Context: an optimization exercise on an open-source flow, tuned for small area. The choices shown serve that exercise and are no tape-out recipe. Where RTL was checked, it was by simulation tests only, not by an equivalence proof against the original. Function not checked in run 6: the RTL went through the layout flow alone. Power is estimated from default activity; no workload was simulated.

$ cat design/flow/flow/run.sh
#!/bin/bash
# Standard ORFS layout with these changes that only affect cell area:
#  - port buffers are the smallest buffer (buf_1) instead of the default pick;
#  - clock tree synthesis uses no dummy loads;
#  - pins may sit on adjacent routing tracks, so a smaller die fits them.
set -euo pipefail
export BUFFER_PORTS_ARGS="-buffer_cell sky130_fd_sc_hd__buf_1"
export PLACE_PINS_ARGS="-min_distance 1 -min_distance_in_tracks"
export CTS_ARGS="-sink_clustering_enable -repair_clock_nets -dont_use_dummy_load -buf_list {${CTS_BUF_LIST:-sky130_fd_sc_hd__clkbuf_4 sky130_fd_sc_hd__clkbuf_8}}"
bash standard.sh finish > standard_flow.log 2>&1
$ cat design/flow/standard.sh
#!/bin/bash
# synth_recipe.tcl (not shown) runs the flow's synth.tcl, then flattens the netlist and writes it again
# the make line also repeats each setting of config.mk as NAME=value (left out here)
make -C /OpenROAD-flow-scripts/flow DESIGN_CONFIG=/design/flow/config.mk WORK_HOME=/design/flow/orfs CLKGATE_MAP_FILE= SYNTH_SCRIPT=/design/flow/synth_recipe.tcl "${@:-finish}"
$ cat design/flow/config.mk
export PLATFORM = sky130hd
export DESIGN_NAME = matrix_stream_loader
export DESIGN_NICKNAME = matrix_stream_loader
export VERILOG_FILES = /design/flow/design.v
export SDC_FILE = /design/flow/constraint.sdc
export NUM_CORES = 4
export LEC_CHECK = 0
export CAP_MARGIN = 20
export CORE_AREA = 5 5 265 265
export DIE_AREA = 0 0 270 270
export PLACE_DENSITY = 0.72
export SLEW_MARGIN = 20
$ cat design/flow/constraint.sdc
create_clock -name core_clock -period 5.0 [get_ports {clk}]
set_input_delay 1.0000 -clock core_clock [delete_from_list [all_inputs] [get_ports {clk}]]
set_output_delay 1.0000 -clock core_clock [all_outputs]
set_load 0.01 [all_outputs]
$ cat design/flow/design.v
module matrix_stream_loader (
  input  logic          clk,
  input  logic          rst,
  input  logic          cfg_valid,
  input  logic [2:0]    rows,
  input  logic [2:0]    cols,
  output logic          cfg_err,
  input  logic          in_valid,
  input  logic [31:0]   in_data,
  output logic          in_ready,
  output logic [1151:0] Aout,
  output logic          start,
  input  logic          done,
  output logic          busy,
  output logic [1:0]    dbg_state
);
  localparam logic [1:0] S_IDLE  = 2'd0;
  localparam logic [1:0] S_LOAD  = 2'd1;
  localparam logic [1:0] S_HOLD  = 2'd2;
  localparam logic [1:0] S_DRAIN = 2'd3;
  logic [1:0]    state_q;
  logic          cfg_err_q;
  logic [5:0]    idx_q;     
  logic [5:0]    last_q;    
  logic [1151:0] aout_q;
  logic idle, load, dims_ok, accept, is_last;
  assign idle    = (state_q == S_IDLE);
  assign load    = (state_q == S_LOAD);
  assign dims_ok = (rows != 3'd0) && (rows != 3'd7) &&
                   (cols != 3'd0) && (cols != 3'd7);
  assign accept  = load & in_valid;
  assign is_last = (idx_q == last_q);
  always_ff @(posedge clk or posedge rst) begin
    if (rst) begin
      state_q   <= S_IDLE;
      cfg_err_q <= 1'b0;
    end else begin
      cfg_err_q <= idle & cfg_valid & ~dims_ok;
      case (state_q)
        S_IDLE:  if (cfg_valid && dims_ok) state_q <= S_LOAD;
        S_LOAD:  if (in_valid && is_last)  state_q <= S_HOLD;
        S_HOLD:  if (done)                 state_q <= S_DRAIN;
        default: if (!done)                state_q <= S_IDLE;
      endcase
    end
  end
  always_ff @(posedge clk) begin
    if (idle) begin
      idx_q  <= 6'd0;
      last_q <= 6'(rows) * 6'(cols) - 6'd1;
    end else if (accept) begin
      idx_q  <= idx_q + 6'd1;
    end
  end
  logic        keep;
  logic [35:0] sel;
  assign keep = ~idle;
  always_comb begin
    for (int k = 0; k < 36; k++)
      sel[k] = accept & (idx_q == 6'(k));
  end
  always_ff @(posedge clk) begin
    for (int k = 0; k < 36; k++)
      aout_q[32*k +: 32] <= (aout_q[32*k +: 32] & {32{keep}}) |
                            (in_data & {32{sel[k]}});
  end
  assign Aout      = aout_q;
  assign cfg_err   = cfg_err_q;
  assign dbg_state = state_q;
  assign in_ready  = load;
  assign busy      = ~idle;
  assign start     = (state_q == S_HOLD);
endmodule
==> flow_metrics.py, run 1 <==
metrics = {
    "outcome": {
        "outcome": "complete, no violations",
    },
    "route": {
        "routed_wirelength_mm": 147,
        "drc": 0,
        "routed_via_density": 6.32,
        "num_vias": 30200,
        "drtAntennaViolNets": 0,
        "routedWlPerCell_um": 30.8,
        "drt_iter0_drc": 3324,
        "first_pass_iters": 6,
    },
    "grt": {
        "grt_pass1_vias": 28000,
        "grt_first_pass_wirelength_mm": 206,
        "gr-total-overflow": 0,
        "grt_max_degree": 182,
        "antenna_found_initial": 2,
        "grt.total_usage_pct": 37.8,
    },
    "clocking": {
        "h-tree-depth": 4,
        "cts_resized": 0,
        "cts_tree": "built",
        "clk_pin_slew_ns": 0.05,
        "cts_hold_buf": 0,
        "clock_path_buffers": 3,
        "cts_root_buffer": "clkbuf_8",
        "cts_sinks": 1167,
        "numCtsBuffers": 174,
        "clock_latency_ns": 0.83,
        "post_cts_buffers": 0,
    },
    "placed_design": {
        "hpwl_mm": 93.6,
        "gp_congestion": 0.926,
        "io_buffer_count": 1200,
    },
    "logic_synthesis": {
        "synth_flop_cell": "dfxtp_1",
        "syn_avg_cell_area_um2": 12.6,
        "synthTopCellsByArea": "dfxtp_1 64%, a22o_1 28%, clkbuf_1 2.6%",
        "netlist_instances": 2860,
        "synth_seq_area_share_pct": 64.9,
        "netlist.area_leader.share_pct": 64.2,
        "synth_cell_types": 39,
        "synth-async-reset-ratio_pct": 0.257,
        "yosysTopAreaCell": "dfxtp_1",
        "ys_warn_count": 1,
        "syn_nets": 2921,
        "synth_edf_count": 6,
        "synth_seq_cells": 1167,
        "synth_area_um2": 36100,
    },
    "setup_path": {
        "critPathCaptureType": "output pin",
        "crit_path_start": "state_q[0]",
        "critPathRequiredTime_ns": 4.00,
        "path_buf_inv": 3,
        "path_class": "reg2out",
        "crit_path_end": "busy",
        "path_depth": 4,
        "critPathSlowestCell": "ha_1",
        "rrSetupSlack_ns": 2.18,
        "max_stage_delay_ns": 0.65,
        "cp_top_family": "buffers and inverters",
        "crit_fanout": 110,
        "worstPathArrival_ns": 2.61,
        "reg2reg_from": "state_q[0]",
        "rr_endpoint": "aout_q[31]",
        "path_cells": "inv_1, ha_1, inv_8, buf_1",
        "r2r_cells": 5,
        "worst_setup_path_start_kind": "register",
    },
    "cells_and_area": {
        "final_cell_mix": "1,168 x buf_1, 1,158 x dfxtp_1, 1,152 x a22o_1",
        "final_common_cell": "buf_1",
        "syn_to_final_growth_pct": 19.5,
        "drive_above_1_share_pct": 7.45,
        "layout.nets": 3970,
    },
    "floorplanning": {
        "dieWidth_um": 270,
        "start_util_pct": 53.8,
        "ioPinCount": 1201,
        "die_area_um2": 72900,
        "dieHeight_um": 270,
        "core-area_um2": 67200,
        "rows": 95,
    },
    "sta": {
        "fmax_mhz": 277,
        "finClkSkew_ns": 0.110,
        "rsz0062_at_grt": "no",
        "layout_min_cycle_time_ns": 3.61,
        "relSlewSlack_pct": 21.1,
        "fin_crit_sh_pct": 72.2,
        "final.setup.tns_ns": 0,
        "finalHoldViolations": 0,
        "worst_slew_pin_slew_ns": 1.18,
        "finalSetupViolCount": 0,
        "hold_ws_ns": 0.0915,
        "slew_viol_final": 0,
    },
    "worst_hold_path": {
        "hold_path_class": "in2async",
    },
    "power": {
        "ir_drop_v": 0.000455,
        "p_leak_nw": 16.8,
        "power-per-cell-area_nw_per_um2": 449,
    },
    "flow_run": {
        "max-cap-violations": 0,
    },
}
through the flow:
step	instances	area [um2]	total power, mW	setup slack (ns)	util (%)
detailed placement	4606	40800	13.1	1.81	60.7
CTS	4780	43200	19.2	1.35	64.3
global placement	4606	40800	13.1	1.84	60.7
global route	4782	43200	20.0	1.24	64.3
finish	4782	43200	19.4	1.39	64.3
floorplan	2860	36100	12.1	2.15	-
sequential cells by signal, indices dropped and copies added, names as in the netlist:
signal / cells
aout_q: 1152
cfg_err_q: 1
idx_q: 6
last_q: 6
state_q: 2
worst reg2reg max path, delay by kind of cell, from the launching register on:
kind | cells | cell delay (ns)
AOI/OAI and AO/OA | 1 | 0.30
adders and majority gates | 1 | 0.46
buffers and inverters | 3 | 1.65
DFF | 1 | 0.36
Yosys cell counts, types with 3 or more instances:
cell type	number
dfxtp_1	1158
a22o_1	1152
clkbuf_1	254
buf_2	101
buf_1	32
and2_1	24
nor2_1	21
inv_1	19
nand2_1	17
ha_1	16
xnor2_1	7
edfxtp_1	6
xor2_1	6
a21oi_1	4
nand3_1	4
nor3_1	4
buf_4	3
dfrtp_1	3
nand4_1	3
layer usage:
metal  wire length (um)  vias to the layer above  track usage [%]
met5                 68                        -             1.51
met4              10600                        2             23.4
met3              22300                      464             20.5
met2              57800                     2283             50.3
met1              56700                    14700             47.5
li1                   -                    12700                -
report_power, final:
group	internal, mW	leakage, nW	switching [mW]	total [mW]
Clock	3.06	1.25	3.23	6.29
Combinational	0.690	6.12	2.56	3.25
Sequential	9.65	9.42	0.190	9.84
Total	13.4	16.8	5.97	19.4
final cells by class:
class	instances	area [um2]
fill	5373	24000
sequential	1167	23400
multi-input combinational	1284	11100
timing repair buffer	1263	5070
clock buffer	174	2390
tap	873	1090
inverter	19	78.8
antenna	2	5.00
how the worst min path moves through the flow:
stage | end | slack (ns) | from
2_1_floorplan | idx_q[1] | 0.51 | idx_q[1]
3_3_place_gp | aout_q[247] | 0.46 | aout_q[247]
3_5_place_dp | aout_q[1150] | 0.46 | aout_q[1150]
4_1_cts | cfg_err_q | 0.03 | rst
5_1_grt | cfg_err_q | 0.05 | rst
6_report | cfg_err_q | 0.09 | rst
logic make-up (layout without fill, tap and decap cells):
kind of cell,after synthesis,after routing,share of synthesized area [%]
XOR/XNOR,13,13,0.315
AO/OA/AOI/OAI,1164,1164,28.1
multiplexers,1,1,0.0312
flip-flops,1167,1167,64.9
AND/OR/NAND/NOR,88,88,1.34
buffers and inverters,409,1456,4.63
other,0,2,0
adder cells (fa/ha/maj),18,18,0.665
==> run 2, diff against run 1 <==
==> design/flow/flow/run.sh (replaced) <==
#!/bin/bash
# Standard ORFS layout with two changes that only affect cell area:
#  - port buffers are the smallest buffer (buf_1) instead of the default pick;
#  - clock tree synthesis uses no dummy loads.
set -euo pipefail
export BUFFER_PORTS_ARGS="-buffer_cell sky130_fd_sc_hd__buf_1"
export CTS_ARGS="-sink_clustering_enable -repair_clock_nets -dont_use_dummy_load -buf_list {${CTS_BUF_LIST:-sky130_fd_sc_hd__clkbuf_4 sky130_fd_sc_hd__clkbuf_8}}"
bash standard.sh finish > standard_flow.log 2>&1
==> flow_metrics.py, run 2 <==
metrics = {
    "logic_synthesis": {
        "synthSimpleGateAreaFrac_pct": 1.34,
        "synth_common_cells": "1,158 x dfxtp_1, 1,152 x a22o_1, 254 x clkbuf_1",
        "synth_fa_ha_area_share_pct": 0.665,
        "synth_seq_cells": 1167,
        "synth_mux_area_share_pct": 0.0312,
        "synth-compound-area-share_pct": 28.1,
        "netlist_instances": 2860,
        "synth_area_um2": 36100,
        "synthTopCellsByArea": "dfxtp_1 64%, a22o_1 28%, clkbuf_1 2.6%",
        "synth_top_family_by_area": "compound AO/OA/AOI/OAI gates",
        "ys_warn_count": 1,
        "synth_xor_area_share_pct": 0.315,
        "synth_seq_area_share_pct": 64.9,
        "syn_avg_cell_area_um2": 12.6,
        "synth-async-reset-ratio_pct": 0.257,
        "yosysMostFrequentCell": "dfxtp_1",
        "synth_flop_cell": "dfxtp_1",
        "yosysTopAreaCell": "dfxtp_1",
        "synth_edf_count": 6,
        "syn_nets": 2921,
        "synth_cell_types": 39,
        "netlist.area_leader.share_pct": 64.2,
    },
    "floorplanning": {
        "rows": 95,
        "dieHeight_um": 270,
        "dieWidth_um": 270,
        "start_util_pct": 53.8,
    },
    "outcome": {
        "outcome": "stopped before the end",
        "error": "[ERROR PPL-0024] Number of IO pins (1201) exceeds maximum number of available positions (974). Increase the die perimeter from 1080.00um to 1633.36um.",
        "stop_stage": "I/O pin placement (3_2_place_iop)",
    },
}
## run 2: cell counts after synthesis
Identical to the previous run, type by type.
## run 2: logic make-up after synthesis
logic type / count (synthesis)
DFF: 1167
AOI/OAI and AO/OA: 1164
buffers and inverters: 409
and+or+nand+nor: 88
adders and majority gates: 18
xor gates and xnor gates: 13
muxes: 1
==> run 3, diff against run 2 <==
==> design/flow/run.sh (new file) <==
#!/bin/bash
# synth_recipe.tcl (not shown) runs the flow's synth.tcl, then flattens the netlist and writes it again
# the make line also repeats each setting of config.mk as NAME=value (left out here)
make -C /OpenROAD-flow-scripts/flow DESIGN_CONFIG=/design/flow/config.mk WORK_HOME=/design/flow/orfs CLKGATE_MAP_FILE= SYNTH_SCRIPT=/design/flow/synth_recipe.tcl finish
--- a/design/flow/config.mk
+++ b/design/flow/config.mk
@@ -7,6 +7,5 @@
 export LEC_CHECK = 0
 export CAP_MARGIN = 20
-export CORE_AREA = 5 5 265 265
-export DIE_AREA = 0 0 270 270
-export PLACE_DENSITY = 0.72
+export CORE_AREA = 5 5 415 415
+export DIE_AREA = 0 0 420 420
 export SLEW_MARGIN = 20
removed: design/flow/flow/run.sh
removed: design/flow/standard.sh
==> flow_metrics.py, run 3 <==
metrics = {
    "outcome": {
        "outcome": "complete, no violations",
    },
    "placed_design": {
        "hpwl_mm": 120,
        "gp_congestion": 0.806,
        "io_buffer_count": 1200,
    },
    "cells_and_area": {
        "drive_above_1_share_pct": 8.57,
        "largest_reg_flops": 1152,
        "layout.nets": 3918,
        "top_register": "aout_q",
        "final_common_cell": "clkdlybuf4s50_1",
        "final_cell_mix": "1,168 x clkdlybuf4s50_1, 1,158 x dfxtp_1, 1,152 x a22o_1",
        "largestRegisters": "aout_q x1152, idx_q x6, last_q x6",
        "syn_to_final_growth_pct": 49.5,
    },
    "route": {
        "num_vias": 29200,
        "routedWlPerCell_um": 28.9,
        "drt_iter0_drc": 2885,
        "drtAntennaViolNets": 0,
        "first_pass_iters": 10,
        "drc": 0,
        "routed_wirelength_mm": 178,
        "routed_via_density": 4.74,
    },
    "setup_path": {
        "worst_setup_path_start_kind": "register",
        "path_class": "reg2out",
        "critPathCaptureType": "output pin",
        "critPathRequiredTime_ns": 4.00,
        "worstPathArrival_ns": 3.08,
        "crit_path_end": "busy",
        "crit_fanout": 80,
        "rr_endpoint": "aout_q[279]",
        "crit_path_start": "state_q[0]",
        "rrSetupSlack_ns": 2.01,
        "reg2reg_from": "state_q[0]",
        "r2r_cells": 5,
    },
    "sta": {
        "rsz0062_at_grt": "no",
        "worst_slew_pin_slew_ns": 1.21,
        "layout_min_cycle_time_ns": 4.08,
        "finClkSkew_ns": 0.0507,
        "finalSetupViolCount": 0,
        "relSlewSlack_pct": 19.1,
        "slew_viol_final": 0,
        "hold_ws_ns": 0.482,
        "finalHoldViolations": 0,
        "final.setup.tns_ns": 0,
        "fin_crit_sh_pct": 81.6,
        "fmax_mhz": 245,
    },
    "clocking": {
        "cts_resized": 0,
        "numCtsBuffers": 120,
        "clk_pin_slew_ns": 0.06,
        "cts_tree": "built",
        "h-tree-depth": 3,
        "cts_hold_buf": 0,
        "post_cts_buffers": 0,
        "cts_sinks": 1167,
        "clock_path_buffers": 3,
        "cts_root_buffer": "clkbuf_16",
        "clock_latency_ns": 0.76,
    },
    "logic_synthesis": {
        "synth_edf_count": 6,
        "synth_area_um2": 36100,
        "syn_avg_cell_area_um2": 12.6,
        "ys_warn_count": 1,
        "yosysTopAreaCell": "dfxtp_1",
        "synthTopCellsByArea": "dfxtp_1 64%, a22o_1 28%, clkbuf_1 2.6%",
        "netlist.area_leader.share_pct": 64.2,
        "syn_nets": 2921,
        "yosysMostFrequentCell": "dfxtp_1",
        "synth_cell_types": 39,
        "synth_common_cells": "1,158 x dfxtp_1, 1,152 x a22o_1, 254 x clkbuf_1",
        "synth_seq_cells": 1167,
        "synth_seq_area_share_pct": 64.9,
        "synth_flop_cell": "dfxtp_1",
        "synth-async-reset-ratio_pct": 0.257,
        "netlist_instances": 2860,
    },
    "power": {
        "power_mw": 22.8,
        "power-per-cell-area_nw_per_um2": 423,
        "ir_drop_v": 0.000388,
        "p_leak_nw": 20.2,
    },
    "worst_hold_path": {
        "hold_path_class": "reg2reg",
    },
    "grt": {
        "grt_pass1_vias": 28200,
        "met3_usage_pct": 4.56,
        "antenna_found_initial": 11,
        "grt_first_pass_wirelength_mm": 236,
        "grt-busiest-layer": "met2",
        "grt_util_met2_pct": 32.7,
        "gr-total-overflow": 0,
        "grt_max_degree": 208,
        "gr-usage-met1_pct": 22.2,
        "grt.total_usage_pct": 18.9,
    },
    "floorplanning": {
        "dieHeight_um": 420,
        "start_util_pct": 21.6,
        "dieWidth_um": 420,
        "rows": 150,
        "core-area_um2": 167000,
        "die_area_um2": 176000,
        "ioPinCount": 1201,
    },
    "flow_run": {
        "max-cap-violations": 0,
    },
}
run 3: cell counts after synthesis:
Identical to the previous run, type by type.
run 3: layer usage:
metal  routed length (um)  vias to the layer above
li1                     -                    12700
met1                68500                    14700
met2                87500                     1401
met3                14000                      340
met4                 8380                        0
met5                    0                        -
run 3: through the flow:
step	worst slack (ns)	std cells	util, %	instance area [um2]
floorplan	2.15	2860	-	36100
global placement	1.09	5937	29.8	49800
detailed placement	1.23	5939	29.8	49900
CTS	0.825	6159	32.3	54000
global route	0.726	6159	32.3	54000
finish	0.920	6162	32.3	54000
run 3: how the worst min path moves through the flow:
stage / from / end / depth (start not counted)
final: aout_q[586] / aout_q[586] / 1
after global routing: aout_q[306] / aout_q[306] / 1
after CTS: aout_q[306] / aout_q[306] / 1
after detailed placement: aout_q[1150] / aout_q[1150] / 1
after global placement: aout_q[1150] / aout_q[1150] / 1
after floorplan: idx_q[1] / idx_q[1] / 2
run 3: cells by family after synthesis:
logic type | Yosys count | synth area share (%)
compound gates | 1164 | 28.1
xor+xnor | 13 | 0.315
fa+ha+maj | 18 | 0.665
buf+inv | 409 | 4.63
flops | 1167 | 64.9
mux | 1 | 0.0312
simple gates | 88 | 1.34
run 3: area by class of cell:
cell class              instances  area [um2]
clock inverters                39         463
well taps                    2204        2760
clock buffers                 181        3670
diodes                          3        7.51
repair buffers               1265       12400
multi-input cells            1284       11100
flip-flops and latches       1167       23400
fillers                     16700      113000
inverters                      19        78.8
run 3: worst max-delay path, stage by stage (launching register included):
cell,delay (ns)
dfrtp_1,0.41
inv_1,0.12
ha_1,0.70
inv_8,0.41
clkdlybuf4s50_1,0.62
run 3: power breakdown:
part           internal [mW]  leakage (nW)  switching, mW
clock                   5.34          2.04           3.97
combinational           1.08          8.76           2.61
sequential              9.64          9.42          0.186
==> run 4, diff against run 3 <==
==> design/flow/flow/run.sh (new file) <==
#!/bin/bash
# Standard ORFS layout with these changes, which only affect cell area:
#  - port buffers are the smallest buffer (buf_1) instead of the default pick;
#  - pins may sit on adjacent routing tracks, so a smaller die fits them;
#  - clock tree synthesis uses clkbuf_8 leaf buffers with larger sink
#    clusters and no dummy loads (flip-flop clock slew stays near 105 ps).
set -euo pipefail
export BUFFER_PORTS_ARGS="-buffer_cell sky130_fd_sc_hd__buf_1"
export PLACE_PINS_ARGS="-min_distance 1 -min_distance_in_tracks"
export CTS_ARGS="-sink_clustering_enable -repair_clock_nets -dont_use_dummy_load -buf_list {sky130_fd_sc_hd__clkbuf_8} -sink_clustering_size 17 -sink_clustering_max_diameter 60"
bash standard.sh finish > standard_flow.log 2>&1
==> design/flow/standard.sh (new file) <==
#!/bin/bash
# synth_recipe.tcl (not shown) runs the flow's synth.tcl, then flattens the netlist and writes it again
# the make line also repeats each setting of config.mk as NAME=value (left out here)
make -C /OpenROAD-flow-scripts/flow DESIGN_CONFIG=/design/flow/config.mk WORK_HOME=/design/flow/orfs CLKGATE_MAP_FILE= SYNTH_SCRIPT=/design/flow/synth_recipe.tcl "${@:-finish}"
--- a/design/flow/config.mk
+++ b/design/flow/config.mk
@@ -7,5 +7,6 @@
 export LEC_CHECK = 0
 export CAP_MARGIN = 20
-export CORE_AREA = 5 5 415 415
-export DIE_AREA = 0 0 420 420
+export CORE_AREA = 5 5 245 245
+export DIE_AREA = 0 0 250 250
+export PLACE_DENSITY = 0.82
 export SLEW_MARGIN = 20
removed: design/flow/run.sh
==> flow_metrics.py, run 4 <==
metrics = {
    "power": {
        "power_mw": 17.3,
        "ir_drop_v": 0.000431,
        "power_frac_comb_pct": 18.8,
        "switching_power_mw": 5.58,
        "power.share.clock_pct": 24.5,
        "power_frac_seq_pct": 56.7,
        "p_int_mw": 11.8,
        "p_leak_nw": 16.1,
        "sw_frac_of_total_pct": 32.2,
        "power-per-cell-area_nw_per_um2": 415,
    },
    "cells_and_area": {
        "final_cells": 4581,
        "largest_reg_flops": 1152,
        "final_common_cell": "buf_1",
        "largestRegisters": "aout_q x1152, idx_q x6, last_q x6",
        "final_cell_mix": "1,168 x buf_1, 1,158 x dfxtp_1, 1,152 x a22o_1",
        "multiInputGateArea_um2": 11100,
        "ff_latch_area_um2": 23400,
        "top_register": "aout_q",
        "fillCellCount": 4145,
        "layout.nets": 3877,
        "syn_to_final_growth_pct": 15.6,
        "drive_above_1_share_pct": 5.17,
    },
    "setup_path": {
        "critPathSlowestCell": "ha_1",
        "worst_setup_path_start_kind": "register",
        "path_class": "reg2out",
        "path_cells": "inv_1, ha_1, inv_8, buf_1",
        "crit_fanout": 109,
        "r2r_cells": 7,
        "critPathCaptureType": "output pin",
        "critPathRequiredTime_ns": 4.00,
        "max_stage_delay_ns": 0.67,
        "worstPathArrival_ns": 2.55,
    },
    "logic_synthesis": {
        "netlist.area_leader.share_pct": 64.2,
        "syn_avg_cell_area_um2": 12.6,
        "synth_flop_cell": "dfxtp_1",
        "synth_seq_cells": 1167,
        "yosysTopAreaCell": "dfxtp_1",
        "ys_warn_count": 1,
        "synth_fa_ha_area_share_pct": 0.665,
        "synth_cell_types": 39,
        "synth-async-reset-ratio_pct": 0.257,
        "synthSimpleGateAreaFrac_pct": 1.34,
        "netlist_instances": 2860,
        "synth_edf_count": 6,
        "synth_common_cells": "1,158 x dfxtp_1, 1,152 x a22o_1, 254 x clkbuf_1",
        "synth_seq_area_share_pct": 64.9,
        "synthTopCellsByArea": "dfxtp_1 64%, a22o_1 28%, clkbuf_1 2.6%",
        "synth_mux_area_share_pct": 0.0312,
        "synth_top_family_by_area": "compound AO/OA/AOI/OAI gates",
        "synth_area_um2": 36100,
        "syn_nets": 2921,
        "yosysMostFrequentCell": "dfxtp_1",
        "synth-compound-area-share_pct": 28.1,
        "synth_xor_area_share_pct": 0.315,
    },
    "clocking": {
        "clock_latency_ns": 0.71,
        "cts_tree": "built",
        "cts_resized": 0,
        "cts_hold_buf": 0,
        "post_cts_buffers": 0,
        "cts_root_buffer": "clkbuf_8",
        "cts_sinks": 1167,
        "h-tree-depth": 3,
        "numCtsBuffers": 79,
        "clock_path_buffers": 3,
        "clk_pin_slew_ns": 0.10,
    },
    "sta": {
        "rsz0062_at_grt": "no",
        "slew_viol_final": 0,
        "final.setup.tns_ns": 0,
        "finalHoldViolations": 0,
        "relSlewSlack_pct": 21.2,
        "finClkSkew_ns": 0.0650,
        "fmax_mhz": 282,
        "finalSetupViolCount": 0,
        "fin_crit_sh_pct": 71.0,
        "layout_min_cycle_time_ns": 3.55,
        "worst_slew_pin_slew_ns": 1.18,
    },
    "grt": {
        "grt_pass1_vias": 27800,
        "grt_max_degree": 214,
        "gr-total-overflow": 0,
        "grt.total_usage_pct": 43.0,
        "antenna_found_initial": 2,
        "grt_first_pass_wirelength_mm": 202,
    },
    "route": {
        "drt_iter0_drc": 3729,
        "routed_wirelength_mm": 145,
        "num_vias": 30500,
        "drc": 0,
        "routed_via_density": 6.65,
        "first_pass_iters": 9,
        "routedWlPerCell_um": 31.6,
        "drtAntennaViolNets": 0,
    },
    "placed_design": {
        "gp_congestion": 0.956,
        "hpwl_mm": 92.5,
        "io_buffer_count": 1200,
        "placed_cells": 4499,
    },
    "worst_hold_path": {
        "hold_path_class": "in2async",
    },
    "floorplanning": {
        "die_area_um2": 62500,
        "dieHeight_um": 250,
        "start_util_pct": 63.0,
        "core-area_um2": 57400,
        "ioPinCount": 1201,
        "dieWidth_um": 250,
        "rows": 88,
    },
    "flow_run": {
        "max-cap-violations": 0,
    },
    "outcome": {
        "outcome": "complete, no violations",
    },
}
run 4: cell counts after synthesis:
No cell type changed its count.
run 4: worst paths after layout:
path / start / endpoint / slack (ns)
min: rst / state_q[1] / 0.16
min reg2reg: aout_q[191] / aout_q[191] / 0.49
max in group asynchronous: rst / cfg_err_q / 4.69
min in group core_clock: aout_q[191] / aout_q[191] / 0.49
max reg2reg: state_q[1] / aout_q[168] / 2.17
max: state_q[0] / busy / 1.45
run 4: cell type report:
cell class,count,area share (%)
Sequential cell,1167,56.1
Timing Repair Buffer,1265,12.2
Multi-Input combinational cell,1284,26.6
Antenna cell,2,0.0120
Inverter,19,0.189
Clock buffer,79,2.60
Tap cell,765,2.29
run 4: per-layer routing:
metal,up-vias,wire length [um],share of wire (%),track usage (%)
li1,12500,-,-,-
met3,544,23100,16,21.2
met1,14800,51800,36,53.7
met2,2633,58200,40,58.0
met4,6,11600,8.0,29.2
met5,-,140,0.097,2.24
run 4: per-stage QoR:
step	hold WS, ns	instance area (um2)	worst slack (ns)	utilization (%)
floorplan	0.505	36100	2.15	-
CTS	0.105	41700	1.43	72.8
finish	0.157	41800	1.45	72.8
global route	0.140	41800	1.31	72.8
detailed placement	0.466	40700	1.84	70.9
global placement	0.462	40600	1.87	70.8
run 4: power groups by stage:
| stage | Clock [mW] | Combinational, mW | Sequential, mW |
|---|---|---|---|
| floorplan | 0 | 1.96 | 10.2 |
| global placement | 0 | 3.05 | 10.0 |
| detailed placement | 0 | 3.05 | 10.0 |
| CTS | 4.20 | 3.05 | 9.82 |
| global route | 4.56 | 3.37 | 9.87 |
| finish | 4.24 | 3.26 | 9.84 |
run 4: worst max-delay path, delay by kind of cell, from the launching register on:
family	cells	cell delay [ns]
adder cells (fa/ha/maj)	1	0.67
buffers and inverters	3	0.77
flip-flops	1	0.41
run 4: logic make-up after synthesis:
logic type	after synthesis
xor+xnor	13
compound gates	1164
fa+ha+maj	18
buf+inv	409
mux	1
flops	1167
simple gates	88
==> run 5, diff against run 4 <==
--- a/design/flow/config.mk
+++ b/design/flow/config.mk
@@ -7,6 +7,6 @@
 export LEC_CHECK = 0
 export CAP_MARGIN = 20
-export CORE_AREA = 5 5 245 245
-export DIE_AREA = 0 0 250 250
-export PLACE_DENSITY = 0.82
+export CORE_AREA = 5 5 265 265
+export DIE_AREA = 0 0 270 270
+export PLACE_DENSITY = 0.72
 export SLEW_MARGIN = 20
==> flow_metrics.py, run 5 <==
metrics = {
    "route": {
        "first_pass_iters": 5,
        "drtAntennaViolNets": 0,
        "drt_iter0_drc": 3714,
        "routedWlPerCell_um": 31.1,
        "routed_wirelength_mm": 146,
        "routed_via_density": 6.34,
        "num_vias": 29700,
        "drc": 0,
    },
    "floorplanning": {
        "dieWidth_um": 270,
        "start_util_pct": 53.8,
        "dieHeight_um": 270,
        "ioPinCount": 1201,
        "rows": 95,
        "core-area_um2": 67200,
        "die_area_um2": 72900,
    },
    "placed_design": {
        "place_ws_ns": 1.81,
        "gp_congestion": 0.926,
        "placed_cells": 4606,
        "io_buffer_count": 1200,
        "hpwl_mm": 93.6,
        "post_dp_cell_area_um2": 40800,
    },
    "logic_synthesis": {
        "yosysTopAreaCell": "dfxtp_1",
        "synth_area_um2": 36100,
        "synth-async-reset-ratio_pct": 0.257,
        "synth_edf_count": 6,
        "yosysMostFrequentCell": "dfxtp_1",
        "netlist.area_leader.share_pct": 64.2,
        "synth_flop_cell": "dfxtp_1",
        "syn_nets": 2921,
        "synth_cell_types": 39,
        "synth_common_cells": "1,158 x dfxtp_1, 1,152 x a22o_1, 254 x clkbuf_1",
        "netlist_instances": 2860,
        "ys_warn_count": 1,
        "synthTopCellsByArea": "dfxtp_1 64%, a22o_1 28%, clkbuf_1 2.6%",
        "synth_seq_cells": 1167,
        "syn_avg_cell_area_um2": 12.6,
        "synth_seq_area_share_pct": 64.9,
    },
    "sta": {
        "finalHoldViolations": 0,
        "rsz0062_at_grt": "no",
        "fin_crit_sh_pct": 70.9,
        "finClkSkew_ns": 0.0731,
        "fmax_mhz": 282,
        "relSlewSlack_pct": 20.6,
        "worst_slack_ns": 1.46,
        "layout_min_cycle_time_ns": 3.54,
        "final.setup.tns_ns": 0,
        "finalSetupViolCount": 0,
        "hold_ws_ns": 0.159,
        "slew_viol_final": 0,
        "worst_slew_pin_slew_ns": 1.19,
    },
    "cells_and_area": {
        "layout.nets": 3876,
        "final_cells": 4688,
        "largest_reg_flops": 1152,
        "top_register": "aout_q",
        "final_cell_mix": "1,168 x buf_1, 1,158 x dfxtp_1, 1,152 x a22o_1",
        "final_common_cell": "buf_1",
        "fin_util_pct": 62.4,
        "drive_above_1_share_pct": 5.17,
        "syn_to_final_growth_pct": 15.9,
        "fillCellCount": 5521,
        "largestRegisters": "aout_q x1152, idx_q x6, last_q x6",
        "multiInputGateArea_um2": 11100,
        "ff_latch_area_um2": 23400,
        "stdcell_area_um2": 41900,
    },
    "clocking": {
        "numCtsBuffers": 80,
        "cts_root_buffer": "clkbuf_8",
        "cts_tree": "built",
        "cts_resized": 0,
        "cts_sinks": 1167,
        "post_cts_buffers": 0,
        "h-tree-depth": 3,
        "clk_pin_slew_ns": 0.11,
        "clock_path_buffers": 3,
        "clock_latency_ns": 0.70,
        "cts_hold_buf": 0,
    },
    "setup_path": {
        "critPathSlowestCell": "ha_1",
        "path_cells": "inv_1, ha_1, inv_8, buf_1",
        "worstPathArrival_ns": 2.54,
        "max_stage_delay_ns": 0.63,
        "reg2reg_from": "state_q[1]",
        "worst_setup_path_start_kind": "register",
        "crit_path_start": "state_q[0]",
        "critPathRequiredTime_ns": 4.00,
        "crit_fanout": 110,
        "critPathCaptureType": "output pin",
        "path_class": "reg2out",
        "path_buf_inv": 3,
        "cp_top_family": "buffers and inverters",
    },
    "grt": {
        "grt_first_pass_wirelength_mm": 203,
        "gr-total-overflow": 0,
        "antenna_found_initial": 2,
        "grt.total_usage_pct": 37.2,
        "grt_max_degree": 182,
        "grt_pass1_vias": 27100,
    },
    "power": {
        "ir_drop_v": 0.000432,
        "power_mw": 17.3,
        "power-per-cell-area_nw_per_um2": 414,
        "p_leak_nw": 16.1,
    },
    "flow_run": {
        "max-cap-violations": 0,
    },
    "outcome": {
        "outcome": "complete, no violations",
    },
    "worst_hold_path": {
        "hold_path_class": "in2async",
    },
}
[run 5: layout make-up]
class	instances	share of cell area, %
flip-flops and latches	1167	55.9
well taps	873	2.61
repair buffers	1263	12.1
inverters	19	0.188
multi-input cells	1284	26.5
diodes	2	0.0119
clock buffers	80	2.63
[run 5: power breakdown]
group          internal, mW  switching [mW]
Combinational         0.690            2.53
Clock                  1.45            2.83
Sequential             9.63           0.189
[run 5: per-layer routing]
metal	wire length, um	part of all wire, %	track usage (%)	up-vias
met4	11000	7.5	22.8	6
met1	56100	39	48.0	14400
li1	-	-	-	12500
met5	163	0.11	1.84	-
met3	21400	15	17.7	472
met2	57000	39	49.9	2276
[run 5: worst reg2reg max path, cell delays in order (launching register included)]
cell and delay, ns:
dfrtp_1 0.42, inv_1 0.08, ha_1 0.38, nand2_1 0.22
nor4_1 0.45, and2_1 0.60, buf_4 0.41, a22o_1 0.21
[run 5: path summary, 6_finish.rpt]
check | slack, ns | cells after the start | endpoint
worst max-delay path | 1.46 | 4 | busy
worst min-delay path | 0.16 | 2 | cfg_err_q
worst max register to register | 2.17 | 7 | aout_q[190]
worst min register to register | 0.49 | 1 | aout_q[712]
max in group asynchronous | 4.68 | 2 | state_q[0]
min in group core_clock | 0.49 | 1 | aout_q[712]
[run 5: cells by family (layout without fill, tap and decap cells)]
family | count (synthesis) | after routing | synth area share, %
simple gates | 88 | 88 | 1.34
mux | 1 | 1 | 0.0312
flops | 1167 | 1167 | 64.9
fa+ha+maj | 18 | 18 | 0.665
compound gates | 1164 | 1164 | 28.1
buf+inv | 409 | 1362 | 4.63
xor+xnor | 13 | 13 | 0.315
other cells | 0 | 2 | 0
==> run 6, diff against run 5 <==
==> design/flow/design.v (replaced) <==
module matrix_stream_loader (
  input  logic          clk,
  input  logic          rst,
  input  logic          cfg_valid,
  input  logic [2:0]    rows,
  input  logic [2:0]    cols,
  output logic          cfg_err,
  input  logic          in_valid,
  input  logic [31:0]   in_data,
  output logic          in_ready,
  output logic [1151:0] Aout,
  output logic          start,
  input  logic          done,
  output logic          busy,
  output logic [1:0]    dbg_state
);
  typedef enum logic [1:0] {
    S_IDLE  = 2'd0,
    S_LOAD  = 2'd1,
    S_HOLD  = 2'd2,
    S_DRAIN = 2'd3
  } state_e;
  state_e        state_q, state_d;
  logic [5:0]    idx_q, idx_d;
  logic [5:0]    total_q, total_d;
  logic [1151:0] aout_q, aout_d;
  logic          start_q, start_d;
  logic          cfg_err_q, cfg_err_d;
  logic          dims_ok;
  assign dims_ok = (rows != 3'd0) && (rows != 3'd7) &&
                   (cols != 3'd0) && (cols != 3'd7);
  always_comb begin
    state_d   = state_q;
    idx_d     = idx_q;
    total_d   = total_q;
    aout_d    = aout_q;
    start_d   = start_q;
    cfg_err_d = 1'b0;
    case (state_q)
      S_IDLE: begin
        if (cfg_valid) begin
          if (dims_ok) begin
            total_d = 6'(rows) * 6'(cols);
            aout_d  = '0;
            idx_d   = 6'd0;
            state_d = S_LOAD;
          end else begin
            cfg_err_d = 1'b1;
          end
        end
      end
      S_LOAD: begin
        if (in_valid) begin
          aout_d[{idx_q, 5'd0} +: 32] = in_data;
          idx_d = idx_q + 6'd1;
          if (idx_q == total_q - 6'd1) begin
            start_d = 1'b1;
            state_d = S_HOLD;
          end
        end
      end
      S_HOLD: begin
        if (done) begin
          start_d = 1'b0;
          state_d = S_DRAIN;
        end
      end
      S_DRAIN: begin
        if (!done) state_d = S_IDLE;
      end
      default: state_d = S_IDLE;
    endcase
  end
  always_ff @(posedge clk or posedge rst) begin
    if (rst) begin
      state_q   <= S_IDLE;
      idx_q     <= 6'd0;
      total_q   <= 6'd0;
      aout_q    <= '0;
      start_q   <= 1'b0;
      cfg_err_q <= 1'b0;
    end else begin
      state_q   <= state_d;
      idx_q     <= idx_d;
      total_q   <= total_d;
      aout_q    <= aout_d;
      start_q   <= start_d;
      cfg_err_q <= cfg_err_d;
    end
  end
  assign in_ready  = (state_q == S_LOAD);
  assign busy      = (state_q != S_IDLE);
  assign Aout      = aout_q;
  assign start     = start_q;
  assign cfg_err   = cfg_err_q;
  assign dbg_state = state_q;
endmodule
==> design/flow/run.sh (new file) <==
#!/bin/bash
# synth_recipe.tcl (not shown) runs the flow's synth.tcl, then flattens the netlist and writes it again
# the make line also repeats each setting of config.mk as NAME=value (left out here)
make -C /OpenROAD-flow-scripts/flow DESIGN_CONFIG=/design/flow/config.mk WORK_HOME=/design/flow/orfs CLKGATE_MAP_FILE= SYNTH_SCRIPT=/design/flow/synth_recipe.tcl finish
--- a/design/flow/config.mk
+++ b/design/flow/config.mk
@@ -7,6 +7,5 @@
 export LEC_CHECK = 0
 export CAP_MARGIN = 20
-export CORE_AREA = 5 5 265 265
-export DIE_AREA = 0 0 270 270
-export PLACE_DENSITY = 0.72
+export CORE_AREA = 5 5 415 415
+export DIE_AREA = 0 0 420 420
 export SLEW_MARGIN = 20
removed: design/flow/flow/run.sh
removed: design/flow/standard.sh
==> flow_metrics.py, run 6 <==
metrics = {
    "cells_and_area": {
        "syn_to_final_growth_pct": 40.5,
        "layout.nets": 5277,
        "top_register": "aout_q",
        "multiInputGateArea_um2": 16200,
        "final_common_cell": "clkdlybuf4s50_1",
        "final_cells": 7534,
        "largestRegisters": "aout_q x1152, idx_q x6, total_q x6",
        "drive_above_1_share_pct": 8.14,
        "fillCellCount": 16100,
        "largest_reg_flops": 1152,
        "ff_latch_area_um2": 29200,
        "fin_util_pct": 39.6,
        "final_cell_mix": "1,183 x clkdlybuf4s50_1, 1,168 x dfrtp_1, 600 x o21ai_0",
    },
    "power": {
        "power-per-cell-area_nw_per_um2": 459,
        "p_leak_nw": 28.1,
        "ir_drop_v": 0.000446,
    },
    "setup_path": {
        "crit_fanout": 194,
        "critPathCaptureType": "output pin",
        "rrSetupSlack_ns": 1.05,
        "reg2reg_from": "idx_q[0]",
        "path_depth": 4,
        "critPathRequiredTime_ns": 4.00,
        "crit_path_end": "in_ready",
        "path_cells": "inv_1, ha_4, buf_12, clkdlybuf4s50_1",
        "path_class": "reg2out",
        "max_stage_delay_ns": 0.67,
        "path_buf_inv": 3,
        "r2r_cells": 9,
        "critPathSlowestCell": "clkdlybuf4s50_1",
        "worst_setup_path_start_kind": "register",
        "worstPathArrival_ns": 3.12,
        "rr_endpoint": "aout_q[222]",
        "crit_path_start": "state_q[1]",
        "cp_top_family": "buffers and inverters",
    },
    "placed_design": {
        "gp_congestion": 0.878,
        "placed_cells": 7290,
        "hpwl_mm": 168,
        "io_buffer_count": 1200,
        "place_ws_ns": 0.934,
    },
    "logic_synthesis": {
        "ys_warn_count": 1,
        "synth_seq_area_share_pct": 62.1,
        "synth_xor_area_share_pct": 0.205,
        "synth_mux_area_share_pct": 0.114,
        "synth_area_um2": 47100,
        "synth_top_family_by_area": "compound AO/OA/AOI/OAI gates",
        "synth_seq_cells": 1168,
        "netlist_instances": 4195,
        "synth_cell_types": 52,
        "synthTopCellsByArea": "dfrtp_1 62%, o2bb2ai_1 7.9%, o21ai_0 6.4%",
        "yosysTopAreaCell": "dfrtp_1",
        "synth_edf_count": 0,
        "synth-async-reset-ratio_pct": 100,
        "netlist.area_leader.share_pct": 62.1,
        "synth-compound-area-share_pct": 22.1,
        "syn_nets": 4254,
        "synthSimpleGateAreaFrac_pct": 11.0,
        "yosysMostFrequentCell": "dfrtp_1",
        "synth_fa_ha_area_share_pct": 0.457,
        "synth_common_cells": "1,168 x dfrtp_1, 600 x o21ai_0, 488 x nand2_1",
        "syn_avg_cell_area_um2": 11.2,
        "synth_flop_cell": "dfrtp_1",
    },
    "clocking": {
        "cts_hold_buf": 0,
        "cts_resized": 0,
        "clock_latency_ns": 0.81,
        "cts_root_buffer": "clkbuf_16",
        "cts_sinks": 1168,
        "clk_pin_slew_ns": 0.06,
        "h-tree-depth": 4,
        "post_cts_buffers": 0,
        "numCtsBuffers": 130,
        "clock_path_buffers": 3,
        "cts_tree": "built",
    },
    "floorplanning": {
        "rows": 150,
        "dieWidth_um": 420,
        "die_area_um2": 176000,
        "start_util_pct": 28.2,
        "core-area_um2": 167000,
        "dieHeight_um": 420,
        "ioPinCount": 1201,
    },
    "outcome": {
        "outcome": "complete, no violations",
    },
    "route": {
        "first_pass_iters": 6,
        "routedWlPerCell_um": 32.5,
        "num_vias": 42200,
        "drt_iter0_drc": 4873,
        "drtAntennaViolNets": 0,
        "drc": 0,
        "routed_via_density": 5.60,
        "routed_wirelength_mm": 245,
    },
    "sta": {
        "worst_slack_ns": 0.876,
        "layout_min_cycle_time_ns": 4.12,
        "slew_viol_final": 0,
        "rsz0062_at_grt": "no",
        "fmax_mhz": 242,
        "worst_slew_pin_slew_ns": 1.15,
        "finalHoldViolations": 0,
        "finalSetupViolCount": 0,
        "fin_crit_sh_pct": 82.5,
        "finClkSkew_ns": 0.0403,
        "hold_ws_ns": 0.487,
        "relSlewSlack_pct": 23.0,
        "final.setup.tns_ns": 0,
    },
    "grt": {
        "grt_max_degree": 195,
        "gr-total-overflow": 0,
        "grt_first_pass_wirelength_mm": 336,
        "antenna_found_initial": 28,
        "grt.total_usage_pct": 26.8,
        "grt_pass1_vias": 41000,
    },
    "worst_hold_path": {
        "hold_path_class": "reg2reg",
        "hp-start": "aout_q[810]",
    },
    "flow_run": {
        "max-cap-violations": 0,
    },
}
[run 6: cell types whose count changed in the layout (fill, tap and decap cells not counted), sizes merged, moves of 471 or more]
cell           delta
a22o           -1152
buf            -1064
dfrtp          +1165
dfxtp          -1158
o21ai           +670
nand2           +471
clkdlybuf4s50  +1183
[run 6: layout make-up]
type	count	share of cell area, %
flip-flops and latches	1168	44.2
multi-input cells	2549	24.5
repair buffers	1350	20.2
clock buffers	190	5.76
well taps	2204	4.17
clock inverters	42	0.995
inverters	19	0.117
diodes	12	0.0454
[run 6: how the worst min path moves through the flow]
stage / depth (start not counted) / end
3_5_place_dp: 1 / aout_q[1038]
5_1_grt: 1 / aout_q[608]
4_1_cts: 1 / aout_q[810]
3_3_place_gp: 1 / aout_q[995]
2_1_floorplan: 2 / total_q[5]
6_report: 1 / aout_q[810]
[run 6: worst reg2reg max path, cell delays in order (launching register included)]
cell,delay (ns)
dfrtp_1,0.66
inv_1,0.15
ha_1,0.47
nor2b_1,0.62
nor3b_2,0.72
nand2_1,0.13
buf_4,0.31
nor2_2,0.15
buf_4,0.43
a221o_1,0.26
[run 6: metal layers]
| layer | track usage, % | share of wire [%] | vias up |
|---|---|---|---|
| met5 | 0 | 0.065 | - |
| met4 | 14.2 | 6.2 | 22 |
| met3 | 8.43 | 9.7 | 566 |
| met2 | 42.1 | 46 | 2394 |
| met1 | 32.9 | 38 | 21700 |
| li1 | - | - | 17500 |
[run 6: logic make-up after synthesis]
| group | Yosys count |
|---|---|
| multiplexers | 5 |
| flip-flops | 1168 |
| adder cells (fa/ha/maj) | 16 |
| buffers and inverters | 478 |
| AND/OR/NAND/NOR | 1047 |
| AO/OA/AOI/OAI | 1470 |
| XOR/XNOR | 11 |
[run 6: where the power goes]
part           total, mW  internal (mW)  switching, mW  leakage (nW)
clock network       10.2           5.87           4.28          2.18
registers           10.4           9.95          0.472          16.3
logic               9.78           2.23           7.54          9.67
total               30.4           18.1           12.3          28.1
[run 6: stage by stage]
step | instance area (um2) | total power [mW]
floorplan | 47100 | 15.4
global placement | 61700 | 20.2
detailed placement | 61700 | 20.3
CTS | 66100 | 30.4
global route | 66100 | 31.3
finish | 66200 | 30.4

-- what the ideal ports hide --
The flow's constraints put no driver on any port. The routed layouts listed below were extracted and timed again, unchanged, in two steps.
Step 1 assumes that a clkbuf_16 drives the clock port and a buf_2 every other input.
Step 2 times the ports against the registers' clock, not the clock port: input delays grow and output delays shrink by t, the midpoint of the rising clock arrivals with the driver on.
Three values: ideal ports, drivers, drivers and shift; two values: the first two.
| run | shift t [ns] | setup WS [ns] | worst setup path at the end | worst data-port slew with drivers (ns) | cell pins on the clock port's net |
|---|---|---|---|---|---|
| run 1 | 0.830 | 1.392 / 1.330 / 1.772 | input to register | 0.13 | 1 |
| run 3 | 0.798 | 0.920 / 0.858 / 1.209 | input to register | 0.16 | 1 |
| run 4 | 0.737 | 1.448 / 1.389 / 1.722 | input to register | 0.08 | 1 |
| run 5 | 0.720 | 1.457 / 1.397 / 1.762 | input to register | 0.10 | 1 |
| run 6 | 0.859 | 0.875 / 0.801 / 0.906 | input to register | 0.15 | 1 |
After both steps setup and hold are still met in every run listed.
